This is an optimization exercise on Yosys and OpenROAD, whose aim is small area, a short achievable clock period and few clock cycles, not a production implementation. In this exercise RTL edits were held to simulation tests only and were not proved equivalent to the original. No activity file was given, so power comes from the tool's default toggle rates.

==> garnet <==
## sa_top
module sa_top #(
  parameter int ROWS = sa_pkg::ROWS,
  parameter int COLS = sa_pkg::COLS
) (
  input  logic                               clk,
  input  logic                               rst,
  input  logic [sa_pkg::AXIL_ADDR_W-1:0]     axil_awaddr,
  input  logic                               axil_awvalid,
  output logic                               axil_awready,
  input  logic [sa_pkg::AXIL_DATA_W-1:0]     axil_wdata,
  input  logic [3:0]                         axil_wstrb,
  input  logic                               axil_wvalid,
  output logic                               axil_wready,
  output logic [1:0]                         axil_bresp,
  output logic                               axil_bvalid,
  input  logic                               axil_bready,
  input  logic [sa_pkg::AXIL_ADDR_W-1:0]     axil_araddr,
  input  logic                               axil_arvalid,
  output logic                               axil_arready,
  output logic [sa_pkg::AXIL_DATA_W-1:0]     axil_rdata,
  output logic [1:0]                         axil_rresp,
  output logic                               axil_rvalid,
  input  logic                               axil_rready,
  input  logic [COLS-1:0][sa_pkg::W_IN-1:0]  k_data,
  input  logic                               k_last,
  input  logic                               k_valid,
  output logic                               k_ready,
  input  logic [ROWS-1:0][sa_pkg::W_IN-1:0]  x_data,
  input  logic                               x_last,
  input  logic                               x_valid,
  output logic                               x_ready,
  input  logic [ROWS-1:0][sa_pkg::W_ACC-1:0] a_data,
  input  logic                               a_valid,
  output logic                               a_ready,
  output logic [ROWS-1:0][sa_pkg::W_ACC-1:0] y_data,
  output logic                               y_last,
  output logic                               y_valid,
  input  logic                               y_ready
);
clock: 10.5 ns
lec_check: 0
cap_margin: 20
core_margin: 2
core_utilization: 40
cts_cluster_diameter: 140
cts_cluster_size: 24
place_density: 0.6
setup_slack_margin: 5
slew_margin: 20
tns_end_percent: 5
standard.sh (not shown) runs the stock make flow with config.mk's settings and CLKGATE_MAP_FILE= SYNTH_SCRIPT=/design/flow/synth_recipe.tcl, a recipe that flattens the netlist after the stock synthesis.
==> flow/flow/run.sh <==
#!/bin/bash
# The standard layout, with the smallest buffer on each input and output port
# (every port still gets its own buffer; the repair steps resize them where
# timing needs it). make's full output goes to standard.log.
set -euo pipefail
bash standard.sh "BUFFER_PORTS_ARGS=-buffer_cell sky130_fd_sc_hd__buf_1" finish > standard.log 2>&1
==> ember (differences from garnet) <==
--- a/flow/design.v
+++ b/flow/design.v
@@ -400,26 +400,26 @@
   logic fs34, fc34; assign fs34 = fc14 ^ fs15 ^ fc29; assign fc34 = (fc14 & fs15) | (fc14 & fc29) | (fs15 & fc29);
   logic fs35, fc35; assign fs35 = base[16] ^ 1'b1 ^ fc30; assign fc35 = (base[16] & 1'b1) | (base[16] & fc30) | (1'b1 & fc30);
   logic fs36, fc36; assign fs36 = fs4 ^ fs17 ^ fc31; assign fc36 = (fs4 & fs17) | (fs4 & fc31) | (fs17 & fc31);
   logic fs37, fc37; assign fs37 = fs22 ^ fs28 ^ fc32; assign fc37 = (fs22 & fs28) | (fs22 & fc32) | (fs28 & fc32);
   logic fs38, fc38; assign fs38 = fc23 ^ fs24 ^ fc33; assign fc38 = (fc23 & fs24) | (fc23 & fc33) | (fs24 & fc33);
   logic fs39, fc39; assign fs39 = base[17] ^ 1'b1 ^ fc35; assign fc39 = (base[17] & 1'b1) | (base[17] & fc35) | (1'b1 & fc35);
   logic fs40, fc40; assign fs40 = fc17 ^ fs18 ^ fc36; assign fc40 = (fc17 & fs18) | (fc17 & fc36) | (fs18 & fc36);
   logic fs41, fc41; assign fs41 = base[18] ^ 1'b1 ^ fc39; assign fc41 = (base[18] & 1'b1) | (base[18] & fc39) | (1'b1 & fc39);
-  logic fs42, fc42; assign fs42 = fc18 ^ fs19 ^ fc40; assign fc42 = (fc18 & fs19) | (fc18 & fc40) | (fs19 & fc40);
-  logic fs43, fc43; assign fs43 = base[19] ^ 1'b1 ^ fc41; assign fc43 = (base[19] & 1'b1) | (base[19] & fc41) | (1'b1 & fc41);
-  logic fs44, fc44; assign fs44 = fs20 ^ fs27 ^ fc42; assign fc44 = (fs20 & fs27) | (fs20 & fc42) | (fs27 & fc42);
-  logic fs45, fc45; assign fs45 = base[20] ^ 1'b1 ^ fc43; assign fc45 = (base[20] & 1'b1) | (base[20] & fc43) | (1'b1 & fc43);
+  logic hs42, hc42; assign hs42 = fc18 ^ fs19; assign hc42 = fc18 & fs19;
+  logic hs43, hc43; assign hs43 = fs20 ^ fs27; assign hc43 = fs20 & fs27;
+  logic hs44, hc44; assign hs44 = base[19] ^ 1'b1; assign hc44 = base[19] & 1'b1;
+  logic hs45, hc45; assign hs45 = base[20] ^ 1'b1; assign hc45 = base[20] & 1'b1;
   logic hs46, hc46; assign hs46 = base[21] ^ 1'b1; assign hc46 = base[21] & 1'b1;
   logic hs47, hc47; assign hs47 = base[22] ^ 1'b1; assign hc47 = base[22] & 1'b1;
   logic hs48, hc48; assign hs48 = base[23] ^ 1'b1; assign hc48 = base[23] & 1'b1;
   logic [23:0] ra, rb, lo;
-  assign ra = {hc47, hc46, hs46, fs45, fs43, fs41, fs39, fs35, fs30, fs25, fs34, fs29, fs38, fs33, fs37, fs32, fs44, fs42, fs40, fs36, fs31, fs26, fs16, fs1};
-  assign rb = {hs48, hs47, fc45, 1'b0, 1'b0, 1'b0, 1'b0, 1'b0, 1'b0, fc34, 1'b0, fc38, 1'b0, fc37, 1'b0, fc44, 1'b0, 1'b0, 1'b0, 1'b0, 1'b0, 1'b0, 1'b0, 1'b0};
+  assign ra = {hc47, hc46, hc45, hc44, hs44, fs41, fs39, fs35, fs30, fs25, fs34, fs29, fs38, fs33, fs37, hc43, hc42, hs42, fs40, fs36, fs31, fs26, fs16, fs1};
+  assign rb = {hs48, hs47, hs46, hs45, fc41, 1'b0, 1'b0, 1'b0, 1'b0, fc34, 1'b0, fc38, 1'b0, fc37, 1'b0, fs32, hs43, fc40, 1'b0, 1'b0, 1'b0, 1'b0, 1'b0, 1'b0};
   logic [23:0] g0, p0;
   assign g0 = ra & rb; assign p0 = ra ^ rb;
   logic pg1; assign pg1 = g0[1] | (p0[1] & g0[0]);
   logic pp1; assign pp1 = p0[1] & p0[0];
   logic pg2; assign pg2 = g0[3] | (p0[3] & g0[2]);
   logic pp2; assign pp2 = p0[3] & p0[2];
   logic pg3; assign pg3 = g0[5] | (p0[5] & g0[4]);
   logic pp3; assign pp3 = p0[5] & p0[4];
==> flow/config.mk (replaced) <==
export PLATFORM = sky130hd
export DESIGN_NAME = sa_top
export DESIGN_NICKNAME = sa_top
export VERILOG_FILES = /design/flow/design.v
export SDC_FILE = /design/flow/constraint.sdc
export NUM_CORES = 4
export LEC_CHECK = 0
export CAP_MARGIN = 20
export CORE_MARGIN = 2
export CORE_UTILIZATION = 55
export CTS_CLUSTER_DIAMETER = 120
export CTS_CLUSTER_SIZE = 24
export PLACE_DENSITY = 0.7
export SETUP_SLACK_MARGIN = 5
export SLEW_MARGIN = 20
export TNS_END_PERCENT = 5
==> results.txt <==
metric                                                                          ember          garnet
Outcome                                              no timing/DRC/antenna violations  no timing/DRC/antenna violations
Final clock period utilization by the worst path                                0.528           0.577
CP Max Fanout                                                                       4               5
Peak ir drop on the vdd network                                            0.000205 V      0.000114 V
Hold_sp                                                                grid_i.s_k[15]  grid_i.s_k[61]
Number of instances in the synthesized netlist                                  5,744           5,582
Depth of the critical timing path with buffers and inverters included              14              20
P&R area growth vs syn                                                          10.4%           10.2%
First-pass detailed-route iteration total                                           7               5
Clock latency on the worst-skew pair                                          0.67 ns         0.66 ns
Met3 track demand over resource                                                0.0869          0.0481
Placer's final routability congestion estimate                                  0.936           0.875
Area of the multi-input gates                                              39,700 um2      38,400 um2
Yosys cell types                                                                   77              63
Clock network power                                                         0.00172 W       0.00166 W
Overall Power                                                                0.0143 W        0.0126 W
Sequential power share                                                          0.263           0.295
Switching share of power                                                        0.427           0.397
Routed length on met3                                                       23,500 um       15,100 um
Number of fill cells                                                            9,237          14,000
Testbench counts of garnet, summed over its fixed seeds: cycles 5,239.
Testbench counts of ember, summed over its fixed seeds: cycles 5,239.

## what the ideal ports hide
No port has a modelled driver above. Below, the same layouts with a new extraction and two added sets of constraints. Step 1 (the two cells are an assumption about what drives the block):
set clk [get_ports {clk}]
set_driving_cell -lib_cell sky130_fd_sc_hd__clkbuf_16 $clk
set_driving_cell -lib_cell sky130_fd_sc_hd__buf_2 [delete_from_list [all_inputs] $clk]
Step 2 also shifts input and output timing later by t, the mid clock arrival at the registers, as if the neighbouring blocks saw the same clock. a / b / c = ideal ports / drivers / drivers and shift; a / b = the first two.
| run | shift t [ns] | slack for setup (ns) | worst hold slack (ns) |
|---|---|---|---|
| garnet | 0.718 | 4.437 / 4.354 / 3.636 | 0.425 / 0.425 / 0.425 |
| ember | 0.727 | 4.957 / 4.901 / 4.174 | 0.427 / 0.427 / 0.427 |
After both steps setup and hold are still met in every run listed. For garnet, which loses most, drivers alone change the setup slack by -0.083 ns; drivers and shift together by -0.801 ns.
